This is an optimization exercise on Yosys and OpenROAD, whose aim is small area, a short achievable clock period and few clock cycles per item, not a production implementation.
In this exercise RTL edits were held to simulation tests only and were not proved equivalent to the original.
Power is estimated from default activity; no workload was simulated.

==> inputs of job 7635 <==
==> flow/design.v <==
package pps_pkg;
    localparam logic OP_LOAD = 1'b0;
    localparam logic OP_TICK = 1'b1;
    localparam logic [31:0] SAT32 = 32'hFFFF_FFFF;
    function automatic logic [32:0] add32(input logic [31:0] a, input logic [31:0] b,
                                          input logic cin);
        logic [31:0] g, p, gn, pn, t;
        t  = a ^ b;
        g  = a & b;
        p  = t;
        g[0] = g[0] | (t[0] & cin);
        for (int d = 1; d < 32; d = d * 2) begin
            gn = g;
            pn = p;
            for (int i = d; i < 32; i++) begin
                gn[i] = g[i] | (p[i] & g[i-d]);
                pn[i] = p[i] & p[i-d];
            end
            g = gn;
            p = pn;
        end
        add32[0] = t[0] ^ cin;
        for (int i = 1; i < 32; i++) add32[i] = t[i] ^ g[i-1];
        add32[32] = g[31];
    endfunction
    function automatic logic [31:0] sat_add(input logic [31:0] a, input logic [31:0] b);
        logic [32:0] s;
        s = add32(a, b, 1'b0);
        sat_add = s[31:0] | {32{s[32]}};
    endfunction
    function automatic logic ge_u8(input logic [7:0] a, input logic [7:0] b);
        logic r;
        r = 1'b1;
        for (int i = 0; i < 8; i++) r = (a[i] & ~b[i]) | (~(a[i] ^ b[i]) & r);
        ge_u8 = r;
    endfunction
    function automatic logic gt_u8(input logic [7:0] a, input logic [7:0] b);
        logic r;
        r = 1'b0;
        for (int i = 0; i < 8; i++) r = (a[i] & ~b[i]) | (~(a[i] ^ b[i]) & r);
        gt_u8 = r;
    endfunction
    function automatic logic ge_u16(input logic [15:0] a, input logic [15:0] b);
        logic r;
        r = 1'b1;
        for (int i = 0; i < 16; i++) r = (a[i] & ~b[i]) | (~(a[i] ^ b[i]) & r);
        ge_u16 = r;
    endfunction
endpackage
module pps_task_mem (
    input  logic        i_clk,
    input  logic        i_we_load,
    input  logic        i_we_cnt,
    input  logic [15:0] i_arrival,
    input  logic [7:0]  i_prio,
    input  logic [15:0] i_rem,
    input  logic [16:0] i_d,
    output logic [15:0] o_arrival,
    output logic [7:0]  o_prio,
    output logic [15:0] o_rem,
    output logic [16:0] o_d
);
    always_ff @(posedge i_clk) begin
        if (i_we_load) begin
            o_arrival <= i_arrival;
            o_prio    <= i_prio;
        end
        if (i_we_cnt) begin
            o_rem <= i_rem;
            o_d   <= i_d;
        end
    end
endmodule
module preemptive_priority_scheduler_top
#(
    parameter int TASK_SLOTS = 16
) (
    input  logic      i_clk,
    input  logic      i_rst_n,
    input  logic      i_in_valid,
    output logic      o_in_ready,
    input  logic [44:0]  i_in_item,
    output logic         o_out_valid,
    input  logic         i_out_ready,
    output logic [166:0] o_out_item
);
    localparam int N = 16;
    logic        q_valid;
    logic [44:0] q_item;
    logic        in_op;
    logic [3:0]  in_slot;
    logic [15:0] in_arrival;
    logic [15:0] in_burst;
    logic [7:0]  in_prio;
    assign in_op      = q_item[44];
    assign in_slot    = q_item[43:40];
    assign in_arrival = q_item[39:24];
    assign in_burst   = q_item[23:8];
    assign in_prio    = q_item[7:0];
    logic [N-1:0]   r_act;
    logic [N-1:0]   r_arr;
    logic [N-1:0]   r_elig;     
    logic [N-1:0]   r_last;     
    logic [31:0]    r_now;
    logic           r_nsat;     
    logic [15:0]    r_np1;      
    logic [N*N-1:0] r_beats;    
    logic [15:0] row_arrival [0:N-1];
    logic [7:0]  row_prio    [0:N-1];
    logic [15:0] row_rem     [0:N-1];
    logic [16:0] row_d       [0:N-1];
    logic         w_valid;
    logic         w_load;
    logic [N-1:0] w_oh;
    logic [15:0]  w_rem;
    logic [15:0]  w_arr;
    logic         w_sat;
    logic [16:0]  w_d;
    logic [1:0]  f_cnt;
    logic        f_wp, f_rp;
    logic        f_room;
    logic        f_ran     [0:1];
    logic [3:0]  f_slot    [0:1];
    logic        f_fin     [0:1];
    logic        f_allfin  [0:1];
    logic        f_sat     [0:1];
    logic [16:0] f_d       [0:1];
    logic [15:0] f_arrival [0:1];
    logic [31:0] f_c;       
    logic        f_first;   
    logic        b_valid;
    logic        b_ran;
    logic [3:0]  b_slot;
    logic        b_fin;
    logic        b_allfin;
    logic [31:0] b_wait;
    logic [31:0] b_turn;
    logic         o_valid;
    logic         o_first;
    logic [31:0]  o_time;
    logic         o_ran;
    logic [3:0]   o_slot;
    logic         o_fin;
    logic [31:0]  o_wait;
    logic [31:0]  o_turn;
    logic         o_allfin;
    logic [31:0]  o_sum_wait;
    logic [31:0]  o_sum_turn;
    logic q_take, tick_go, load_go;
    assign q_take     = q_valid && ((in_op == pps_pkg::OP_LOAD) || f_room);
    assign tick_go    = q_valid && (in_op == pps_pkg::OP_TICK) && f_room;
    assign load_go    = q_valid && (in_op == pps_pkg::OP_LOAD);
    assign o_in_ready = !q_valid || q_take;
    always_ff @(posedge i_clk) begin
        if (!i_rst_n) begin
            q_valid <= 1'b0;
        end else if (o_in_ready) begin
            q_valid <= i_in_valid;
        end
    end
    always_ff @(posedge i_clk) begin
        if (o_in_ready) q_item <= i_in_item;
    end
    logic [N-1:0] load_sel;
    always_comb begin
        for (int i = 0; i < N; i++) load_sel[i] = load_go && (in_slot == 4'(i));
    end
    logic [N-1:0] win;       
    logic [N-1:0] win_tab;   
    logic [N-1:0] w_pend;
    assign w_pend = w_valid ? w_oh : '0;
    logic [N-1:0] killed;
    always_comb begin
        for (int i = 0; i < N; i++) begin
            killed[i] = 1'b0;
            for (int j = 0; j < N; j++) begin
                if (j > i) killed[i] = killed[i] | (r_elig[j] & !r_beats[i*N+j]);
                if (j < i) killed[i] = killed[i] | (r_elig[j] &  r_beats[j*N+i]);
            end
            win[i]     = r_elig[i] & !killed[i];
            win_tab[i] = r_elig[i] & !w_pend[i] & !killed[i];
        end
    end
    logic        hit_tick, hit_load;
    logic [16:0] d_fwd;
    assign hit_tick = |(win & w_pend) && !w_load;
    assign hit_load = |(win & w_pend) &&  w_load;
    logic [32:0] d_fwd_s;
    assign d_fwd_s  = pps_pkg::add32({15'd0, w_d}, 32'd0, !w_sat);
    assign d_fwd    = d_fwd_s[16:0];
    logic        ran, fin, allfin;
    logic [3:0]  win_slot;
    logic [16:0] sel_d;
    logic [15:0] sel_arrival;
    always_comb begin
        win_slot    = 4'd0;
        sel_d       = (hit_tick ? d_fwd : 17'd0) | (hit_load ? {1'b0, w_arr} : 17'd0);
        sel_arrival = 16'd0;
        for (int i = 0; i < N; i++) begin
            if (win[i]) win_slot = win_slot | 4'(i);
            sel_d       = sel_d       | (row_d[i]       & {17{win_tab[i]}});
            sel_arrival = sel_arrival | (row_arrival[i] & {16{win[i]}});
        end
    end
    assign ran    = |r_elig;
    assign fin    = |(win & r_last);
    assign allfin = ~|(r_act & ~(win & r_last));
    logic         w_rem_is2;
    logic [N-1:0] last_next;
    assign w_rem_is2 = (w_rem == 16'd2);
    always_comb begin
        for (int i = 0; i < N; i++) begin
            if (w_pend[i])
                last_next[i] = w_load ? w_rem_is2 : (row_rem[i] == 16'd3);
            else
                last_next[i] = (row_rem[i] == 16'd2);
        end
    end
    logic        now_sat;
    logic [32:0] now_inc;
    logic [31:0] now_next;
    assign now_sat  = r_nsat;
    assign now_inc  = pps_pkg::add32(r_now, 32'd0, 1'b1);
    assign now_next = now_sat ? r_now : now_inc[31:0];
    always_ff @(posedge i_clk) begin
        if (!i_rst_n) begin
            w_valid <= 1'b0;
        end else begin
            w_valid <= load_go || tick_go;
        end
    end
    always_ff @(posedge i_clk) begin
        w_load <= load_go;
        w_oh   <= load_go ? load_sel : win;
        w_rem  <= (in_burst == 16'd0) ? 16'd1 : in_burst;
        w_arr  <= in_arrival;
        w_sat  <= now_sat;
        w_d    <= sel_d;
    end
    logic [15:0] w_row_rem;
    always_comb begin
        w_row_rem = 16'd0;
        for (int i = 0; i < N; i++) w_row_rem = w_row_rem | (row_rem[i] & {16{w_oh[i]}});
    end
    logic [15:0] bus_rem;
    logic [16:0] bus_d;
    logic [32:0] rem_dec;
    assign rem_dec = pps_pkg::add32({16'd0, w_row_rem}, 32'hFFFF_FFFF, 1'b0);
    assign bus_rem = w_load ? w_rem : rem_dec[15:0];
    assign bus_d   = w_load ? {1'b0, w_arr} : d_fwd;
    genvar g;
    generate
        for (g = 0; g < N; g++) begin : g_row
            pps_task_mem u_row (
                .i_clk     (i_clk),
                .i_we_load (load_sel[g]),
                .i_we_cnt  (w_pend[g]),
                .i_arrival (in_arrival),
                .i_prio    (in_prio),
                .i_rem     (bus_rem),
                .i_d       (bus_d),
                .o_arrival (row_arrival[g]),
                .o_prio    (row_prio[g]),
                .o_rem     (row_rem[g]),
                .o_d       (row_d[g])
            );
        end
    endgenerate
    logic [N-1:0] in_ge, in_gt;
    always_comb begin
        for (int j = 0; j < N; j++) begin
            in_ge[j] = pps_pkg::ge_u8(in_prio, row_prio[j]);
            in_gt[j] = pps_pkg::gt_u8(in_prio, row_prio[j]);
        end
    end
    always_ff @(posedge i_clk) begin
        for (int i = 0; i < N; i++) begin
            for (int j = i + 1; j < N; j++) begin
                if (load_sel[i])      r_beats[i*N+j] <= in_ge[j];
                else if (load_sel[j]) r_beats[i*N+j] <= !in_gt[i];
            end
        end
    end
    logic in_arrived;
    assign in_arrived = (|r_now[31:16]) || pps_pkg::ge_u16(r_now[15:0], in_arrival);
    logic [N-1:0] act_n, arr_n;
    always_comb begin
        act_n = r_act;
        arr_n = r_arr;
        for (int i = 0; i < N; i++) begin
            if (load_sel[i]) begin
                act_n[i] = 1'b1;
                arr_n[i] = in_arrived;
            end else if (tick_go) begin
                if (win[i] && r_last[i]) act_n[i] = 1'b0;
                if (row_arrival[i] == r_np1) arr_n[i] = 1'b1;
            end
        end
    end
    always_ff @(posedge i_clk) begin
        for (int i = 0; i < N; i++) begin
            if (load_sel[i]) begin
                r_last[i] <= (in_burst[15:1] == 15'd0);
            end else if (tick_go && win[i]) begin
                r_last[i] <= last_next[i];
            end
        end
        r_arr <= arr_n;
    end
    always_ff @(posedge i_clk) begin
        if (!i_rst_n) begin
            r_act  <= '0;
            r_elig <= '0;
            r_now  <= 32'd0;
            r_nsat <= 1'b0;
            r_np1  <= 16'd1;
        end else begin
            r_act  <= act_n;
            r_elig <= act_n & arr_n;
            if (tick_go) begin
                r_now  <= now_next;
                r_nsat <= r_nsat || (&r_now[31:1]);
                r_np1  <= r_np1 + 16'd1;
            end
        end
    end
    logic b_move, o_move, f_pop;
    assign o_move = !o_valid || i_out_ready;
    assign b_move = !b_valid || o_move;
    assign f_pop  = (f_cnt != 2'd0) && b_move;
    logic [1:0] f_cnt_n;
    assign f_cnt_n = f_cnt + {1'b0, tick_go} - {1'b0, f_pop};
    always_ff @(posedge i_clk) begin
        if (!i_rst_n) begin
            f_cnt  <= 2'd0;
            f_wp   <= 1'b0;
            f_rp   <= 1'b0;
            f_room  <= 1'b1;
            f_first <= 1'b1;
        end else begin
            f_cnt  <= f_cnt_n;
            f_room <= (f_cnt_n != 2'd2);
            if (tick_go) f_wp <= !f_wp;
            if (f_pop) begin
                f_rp    <= !f_rp;
                f_first <= 1'b0;
            end
        end
    end
    logic [31:0] c_eff;
    logic [32:0] c_inc;
    assign c_eff = f_first ? 32'd1 : f_c;
    assign c_inc = pps_pkg::add32(c_eff, 32'd0, 1'b1);
    always_ff @(posedge i_clk) begin
        if (f_pop) f_c <= f_sat[f_rp] ? 32'd0 : c_inc[31:0];
    end
    always_ff @(posedge i_clk) begin
        for (int e = 0; e < 2; e++) begin
            if (tick_go && (f_wp == e[0])) begin
                f_ran[e]     <= ran;
                f_slot[e]    <= win_slot;
                f_fin[e]     <= fin;
                f_allfin[e]  <= allfin;
                f_sat[e]     <= now_sat;
                f_d[e]       <= sel_d;
                f_arrival[e] <= sel_arrival;
            end
        end
    end
    logic        h_ran, h_fin, h_allfin, h_sat;
    logic [3:0]  h_slot;
    logic [16:0] h_d;
    logic [15:0] h_arrival;
    assign h_ran     = f_ran[f_rp];
    assign h_slot    = f_slot[f_rp];
    assign h_fin     = f_fin[f_rp];
    assign h_allfin  = f_allfin[f_rp];
    assign h_sat     = f_sat[f_rp];
    assign h_d       = f_d[f_rp];
    assign h_arrival = f_arrival[f_rp];
    logic [32:0] wait_s;
    logic [32:0] turn_s;
    logic [31:0] wait_v;
    logic [31:0] turn_v;
    assign wait_s = pps_pkg::add32(c_eff, {15'h7FFF, ~h_d}, 1'b0);
    assign turn_s = pps_pkg::add32(c_eff, {16'hFFFF, ~h_arrival}, 1'b1);
    assign wait_v = wait_s[31:0];
    assign turn_v = (h_sat && (h_arrival == 16'd0)) ? pps_pkg::SAT32 : turn_s[31:0];
    always_ff @(posedge i_clk) begin
        if (!i_rst_n) begin
            b_valid <= 1'b0;
        end else if (b_move) begin
            b_valid <= f_pop;
        end
    end
    always_ff @(posedge i_clk) begin
        if (f_pop) begin
            b_ran    <= h_ran;
            b_slot   <= h_slot;
            b_fin    <= h_fin;
            b_allfin <= h_allfin;
            b_wait   <= h_ran ? wait_v : 32'd0;
            b_turn   <= h_fin ? turn_v : 32'd0;
        end
    end
    logic o_load;
    assign o_load = o_move && b_valid;
    always_ff @(posedge i_clk) begin
        if (!i_rst_n) begin
            o_valid <= 1'b0;
            o_first <= 1'b1;
        end else begin
            if (o_move) o_valid <= b_valid;
            if (o_load) o_first <= 1'b0;
        end
    end
    always_ff @(posedge i_clk) begin
        if (o_load) begin
            o_sum_wait <= pps_pkg::sat_add(o_first ? 32'd0 : o_sum_wait, b_fin ? b_wait : 32'd0);
            o_sum_turn <= pps_pkg::sat_add(o_first ? 32'd0 : o_sum_turn, b_turn);
        end
    end
    always_ff @(posedge i_clk) begin
        if (o_load) begin
            o_time   <= o_first ? 32'd0 : pps_pkg::sat_add(o_time, 32'd1);
            o_ran    <= b_ran;
            o_slot   <= b_slot;
            o_fin    <= b_fin;
            o_wait   <= b_wait;
            o_turn   <= b_turn;
            o_allfin <= b_allfin;
        end
    end
    assign o_out_valid = o_valid;
    assign o_out_item  = {o_time, o_ran, o_slot, o_fin, o_wait, o_turn, o_allfin,
                          o_sum_wait, o_sum_turn};
endmodule
==> flow/run.sh <==
#!/bin/bash
# synth_recipe.tcl (not shown) runs the flow's synth.tcl, then flattens the netlist and writes it again
# the make line also repeats each setting of config.mk as NAME=value (left out here)
make -C /OpenROAD-flow-scripts/flow DESIGN_CONFIG=/design/flow/config.mk WORK_HOME=/design/flow/orfs CLKGATE_MAP_FILE= SYNTH_SCRIPT=/design/flow/synth_recipe.tcl finish
==> flow/config.mk <==
export PLATFORM = sky130hd
export DESIGN_NAME = preemptive_priority_scheduler_top
export DESIGN_NICKNAME = preemptive_priority_scheduler_top
export VERILOG_FILES = /design/flow/design.v
export SDC_FILE = /design/flow/constraint.sdc
export NUM_CORES = 4
export LEC_CHECK = 0
export CAP_MARGIN = 20
export CORE_MARGIN = 2
export CORE_UTILIZATION = 45
export SETUP_SLACK_MARGIN = 3.3
export SLEW_MARGIN = 20
==> flow/constraint.sdc <==
create_clock -name core_clock -period 6.0 [get_ports {i_clk}]
set_input_delay 1.2000 -clock core_clock [delete_from_list [all_inputs] [get_ports {i_clk}]]
set_output_delay 1.2000 -clock core_clock [all_outputs]
set_load 0.01 [all_outputs]
==> job 5968: changes against job 7635 <==
Settings changed: SETUP_SLACK_MARGIN 3.3 to 2.9, TNS_END_PERCENT set to 10.
==> notes <==
In job 7635 the count of clock-buffer cells in the layout is lower than in job 5968, by 4.
Of job 5968 and job 7635, job 7635 has the higher power (gap about 4%, measured against job 7635).
In job 7635 the non-clock buffer count is higher than in job 5968, by 341.
In job 5968 the critical path depth is lower than in job 7635, by 2.
Combinational power: job 7635 is higher than job 5968 (20%).
In synthesized cell count, job 7635 and job 5968 do not differ.
In job 5968 the core utilization is lower than in job 7635, by 4.1 points.
==> figures <==
                                                                             job 7635             job 5968
Run status                                                   timing/DRC/antenna clean  timing/DRC/antenna clean
Peak supply drop                                                               325 µV               314 µV
Net Sw Power                                                                0.00929 W            0.00881 W
Length of routed met2 wiring                                                   117 mm               113 mm
Clock Network Area Fraction                                                     6.03%                6.55%
Placed Instance Area                                                       0.0800 mm²           0.0797 mm²
Area used by multi-input combinational logic                               0.0295 mm²           0.0265 mm²
Buf+Inv Stages, Crit Path                                                           1                    2
Filler instances                                                                13326                13877
First-pass GRT wire length                                                     356 mm               346 mm
Clock network power                                                          0.0108 W             0.0107 W
Number of detailed-routing iterations run before antenna repair                     7                    6
Metal1 wirelength                                                             97.3 mm              95.8 mm
Endpoint, Worst Hold                                             w_rem[13]$_SDFF_PN0_  w_rem[9]$_SDFF_PN0_
Count of inverters not on the clock network in the layout                         267                  266
Testbench counts of job 7635, summed over its fixed seeds: cycles 12,832, items 8,334.
Testbench counts of job 5968, summed over its fixed seeds: cycles 12,832, items 8,334.

==> afterwards: timing with drivers on the ports <==
Ports are ideal in the flow. The routed layouts listed here were re-timed in OpenROAD.
Step 1, drivers: a clkbuf_16 drives i_clk and a buf_2 each remaining input, both assumed.
Step 2 times the ports against the registers' clock, not the clock port: input delays grow and output delays shrink by t, the midpoint of the rising clock arrivals with the driver on.
Three values: ideal, step 1, step 2; two values: the first two.
run	t, ns	slack for setup (ns)	worst register clock-pin slew, ns
job 7635	0.875	2.722 / 2.722 / 2.538	0.07 / 0.07
job 5968	0.891	2.713 / 2.710 / 2.706	0.07 / 0.07
After both steps setup and hold are still met in every run listed. The setup slack of job 7635, which loses most, moves by 0.000 ns with the drivers and by -0.184 ns with both steps.
